This design comes from an exercise in tuning for small area, a short achievable clock period and few clock cycles per item on the open sky130 flow, not from production work. Power figures rest on the tool's default switching activity, not on a simulated workload.

## compact_number_encoder
module compact_number_encoder (
    input  logic                i_clk,
    input  logic                i_rst_n,
    input  logic                start,
    output logic                busy,
    input  logic                i_func,
    input  logic signed [31:0]  i_int_value,
    input  logic [63:0]         i_real_bits,
    input  logic                i_is_double,
    output logic                o_strobe,
    output logic [7:0]          o_out_byte,
    output logic                o_last_byte,
    input  logic                psel,
    input  logic                penable,
    input  logic                pwrite,
    input  logic [4:0]          paddr,
    input  logic [31:0]         pwdata,
    output logic [31:0]         prdata,
    output logic                pready
);
    cne_pkg::t_tags r_tags;
    logic [7:0]     r_rd;
    logic [7:0]     byte0;
    logic [63:0]    pay, req_in, req_q;
    logic [3:0]     rem;
    logic           cy, inv;
    logic           r_v1, acc, last1, near;
    assign pready = 1'b1;
    always_ff @(posedge i_clk) begin
        if (!i_rst_n) begin
            r_tags <= {8'd0, 8'd1, 8'd2, 8'd3, 8'd4, 8'd5};
        end else if (psel && penable && pwrite) begin
            case (paddr[4:2])
                cne_pkg::REG_TAG_ZERO:    r_tags.zero   <= pwdata[7:0];
                cne_pkg::REG_TAG_ONE:     r_tags.one    <= pwdata[7:0];
                cne_pkg::REG_TAG_INTEGER: r_tags.integ  <= pwdata[7:0];
                cne_pkg::REG_TAG_HALF:    r_tags.half   <= pwdata[7:0];
                cne_pkg::REG_TAG_SINGLE:  r_tags.single <= pwdata[7:0];
                cne_pkg::REG_TAG_DOUBLE:  r_tags.dbl    <= pwdata[7:0];
                default: ;
            endcase
        end
    end
    always_ff @(posedge i_clk) begin
        case (paddr[4:2])
            cne_pkg::REG_TAG_ZERO:    r_rd <= r_tags.zero;
            cne_pkg::REG_TAG_ONE:     r_rd <= r_tags.one;
            cne_pkg::REG_TAG_INTEGER: r_rd <= r_tags.integ;
            cne_pkg::REG_TAG_HALF:    r_rd <= r_tags.half;
            cne_pkg::REG_TAG_SINGLE:  r_rd <= r_tags.single;
  ...
==> flow/config.mk <==
export PLATFORM = sky130hd
export DESIGN_NAME = compact_number_encoder
export DESIGN_NICKNAME = compact_number_encoder
export VERILOG_FILES = /design/flow/design.v
export SDC_FILE = /design/flow/constraint.sdc
export NUM_CORES = 4
export LEC_CHECK = 0
export CAP_MARGIN = 20
export CORE_MARGIN = 2
export CORE_UTILIZATION = 40
export SLEW_MARGIN = 20
==> flow/constraint.sdc <==
create_clock -name core_clock -period 9.0 [get_ports {i_clk}]
set_input_delay 1.8000 -clock core_clock [delete_from_list [all_inputs] [get_ports {i_clk}]]
set_output_delay 1.8000 -clock core_clock [all_outputs]
set_load 0.01 [all_outputs]
standard.sh (not shown) runs the stock make flow with config.mk's settings and CLKGATE_MAP_FILE= SYNTH_SCRIPT=/design/flow/synth_recipe.tcl, a recipe that flattens the netlist after the stock synthesis.
==> flow/flow/run.sh <==
#!/bin/bash
# Standard ORFS layout with two changes: the port buffers are buf_2 cells
# instead of the default delay-buffer cells (every port still gets its own
# buffer), and timing repair aims for 6 ns of setup slack.
set -euo pipefail
export BUFFER_PORTS_ARGS="-buffer_cell sky130_fd_sc_hd__buf_2"
bash standard.sh SETUP_SLACK_MARGIN=6 synth > synth.log 2>&1
bash standard.sh SETUP_SLACK_MARGIN=6 finish > finish.log 2>&1
Next try:
--- a/flow/design.v
+++ b/flow/design.v
@@ -20,17 +20,18 @@
     input  logic                i_clk,
     input  logic                i_func,
     input  logic [31:0]         i_int_value,
     input  logic [63:0]         i_real_bits,
     input  logic                i_is_double,
     input  cne_pkg::t_tags      i_tags,
     input  logic [63:0]         i_req,
     output logic [63:0]         o_req,
-    output logic                o_last1,
+    output logic                o_dlast,
+    output logic                o_le2,
     output logic [7:0]          o_byte0,
     output logic [63:0]         o_pay,
     output logic [3:0]          o_rem,
     output logic                o_cy,
     output logic                o_inv
 );
     logic        ds;
     logic [10:0] de;
@@ -89,19 +90,17 @@
         r_dbl  <= i_is_double;
         r_zero <= d_zero;
         r_one  <= d_one;
         r_hb   <= hb;
         r_gb   <= gb;
         r_sti  <= sti;
         r_sts  <= sts;
     end
-    logic r_last;
-    always_ff @(posedge i_clk) r_last <= i_func ? (d_zero | d_one) : d_lt4;
-    assign o_last1 = r_last;
+    assign o_dlast = i_func ? (d_zero | d_one) : d_lt4;
     assign r_bits = i_req;
     logic        s;
     logic [10:0] e;
     logic [51:0] m;
     logic [31:0] iv;
     assign s = r_bits[63];
     assign e = r_bits[62:52];
     assign m = r_bits[51:0];
@@ -192,40 +191,41 @@
             o_pay[31:0] = {s, f_pre};
             o_rem = 4'd4;
             o_cy = rup;
         end else begin
             o_byte0 = i_tags.dbl;
             o_rem = 4'd8;
         end
     end
+    assign o_le2 = (o_rem[3:1] == 3'd0);
 endmodule
 module cne_back (
     input  logic           i_clk,
     input  logic           i_rst_n,
     input  logic           i_acc,
     input  logic [63:0]    i_req,
     input  logic           i_first,
     output logic [63:0]    o_req,
     input  logic [7:0]     i_byte0,
     input  logic [63:0]    i_pay,
     input  logic [3:0]     i_rem,
     input  logic           i_cy,
     input  logic           i_inv,
-    output logic           o_near,
+    output logic           o_near2,
     output logic           o_strobe,
     output logic [7:0]     o_out_byte,
     output logic           o_last_byte
 );
     logic [63:0] r_sh;
     logic [3:0]  r_rem;
     logic        r_cy;
     logic        r_inv;
     logic [7:0]  x;
-    assign o_near = (r_rem[3:1] == 3'd0);
+    assign o_near2 = (r_rem <= 4'd2);
     assign x = r_sh[7:0] ^ {8{r_inv}};
     always_ff @(posedge i_clk) begin
         if (!i_rst_n) begin
             r_rem <= 4'd0;
             o_strobe <= 1'b0;
         end else if (i_first) begin
             r_rem <= i_rem;
             o_strobe <= 1'b1;
@@ -272,17 +272,17 @@
     output logic                pready
 );
     cne_pkg::t_tags r_tags;
     logic [7:0]     r_rd;
     logic [7:0]     byte0;
     logic [63:0]    pay, req_in, req_q;
     logic [3:0]     rem;
     logic           cy, inv;
-    logic           r_v1, acc, last1, near;
+    logic           r_v1, r_busy, dlast, le2, near2;
     assign pready = 1'b1;
     always_ff @(posedge i_clk) begin
         if (!i_rst_n) begin
             r_tags <= {8'd0, 8'd1, 8'd2, 8'd3, 8'd4, 8'd5};
         end else if (psel && penable && pwrite) begin
             case (paddr[4:2])
                 cne_pkg::REG_TAG_ZERO:    r_tags.zero   <= pwdata[7:0];
                 cne_pkg::REG_TAG_ONE:     r_tags.one    <= pwdata[7:0];
@@ -302,47 +302,52 @@
             cne_pkg::REG_TAG_HALF:    r_rd <= r_tags.half;
             cne_pkg::REG_TAG_SINGLE:  r_rd <= r_tags.single;
             cne_pkg::REG_TAG_DOUBLE:  r_rd <= r_tags.dbl;
             default:                  r_rd <= 8'd0;
         endcase
     end
     assign prdata = {24'd0, r_rd};
     always_ff @(posedge i_clk) begin
-        if (!i_rst_n) r_v1 <= 1'b0;
-        else r_v1 <= acc;
+        if (!i_rst_n) begin
+            r_v1 <= 1'b0;
+            r_busy <= 1'b0;
+        end else begin
+            r_v1 <= start && !r_busy;
+            r_busy <= (start && !r_busy && !dlast) || (r_v1 ? !le2 : !near2);
+        end
     end
-    assign busy = r_v1 ? !last1 : !near;
-    assign acc = start && !busy;
+    assign busy = r_busy;
     cne_front u_front (
         .i_clk       (i_clk),
         .i_func      (i_func),
         .i_int_value (i_int_value),
         .i_real_bits (i_real_bits),
         .i_is_double (i_is_double),
         .i_tags      (r_tags),
         .i_req       (req_q),
         .o_req       (req_in),
-        .o_last1     (last1),
+        .o_dlast     (dlast),
+        .o_le2       (le2),
         .o_byte0     (byte0),
         .o_pay       (pay),
         .o_rem       (rem),
         .o_cy        (cy),
         .o_inv       (inv)
     );
     cne_back u_back (
         .i_clk       (i_clk),
         .i_rst_n     (i_rst_n),
-        .i_acc       (acc),
+        .i_acc       (start && !r_busy),
         .i_req       (req_in),
         .i_first     (r_v1),
         .o_req       (req_q),
         .i_byte0     (byte0),
         .i_pay       (pay),
         .i_rem       (rem),
         .i_cy        (cy),
         .i_inv       (inv),
-        .o_near      (near),
+        .o_near2     (near2),
         .o_strobe    (o_strobe),
         .o_out_byte  (o_out_byte),
         .o_last_byte (o_last_byte)
     );
 endmodule
After rerunning:
- critical path depth falls by 1
- power falls by about 12%
- routed wire length rises by about 13%
- synthesized area rises by about 5%
- via count rises by about 9%
Function was not checked in any run of this note: the RTL went through the layout flow alone.

## re-timing with driven ports
How much do the figures lean on ideal ports? The routed layouts below were timed once more, with nothing changed but the port constraints.
Step 1 assumes that a clkbuf_16 drives the clock port and a buf_2 every other input.
Step 2 times the ports against the registers' clock, not the clock port: input delays grow and output delays shrink by t, the midpoint of the rising clock arrivals with the driver on.
a / b / c = no drivers / after step 1 / after step 2; a / b = the first two.
run | t (ns) | setup slack, ns | latest minus earliest clock arrival (ns)
the first run | 0.483 | 5.480 / 5.480 / 5.317 | 0.020 / 0.019
the second run | 0.487 | 5.720 / 5.720 / 5.337 | 0.015 / 0.014
After both steps every run listed still meets setup and hold. For the second run, which loses most, drivers alone change the setup slack by 0.000 ns; drivers and shift together by -0.383 ns.
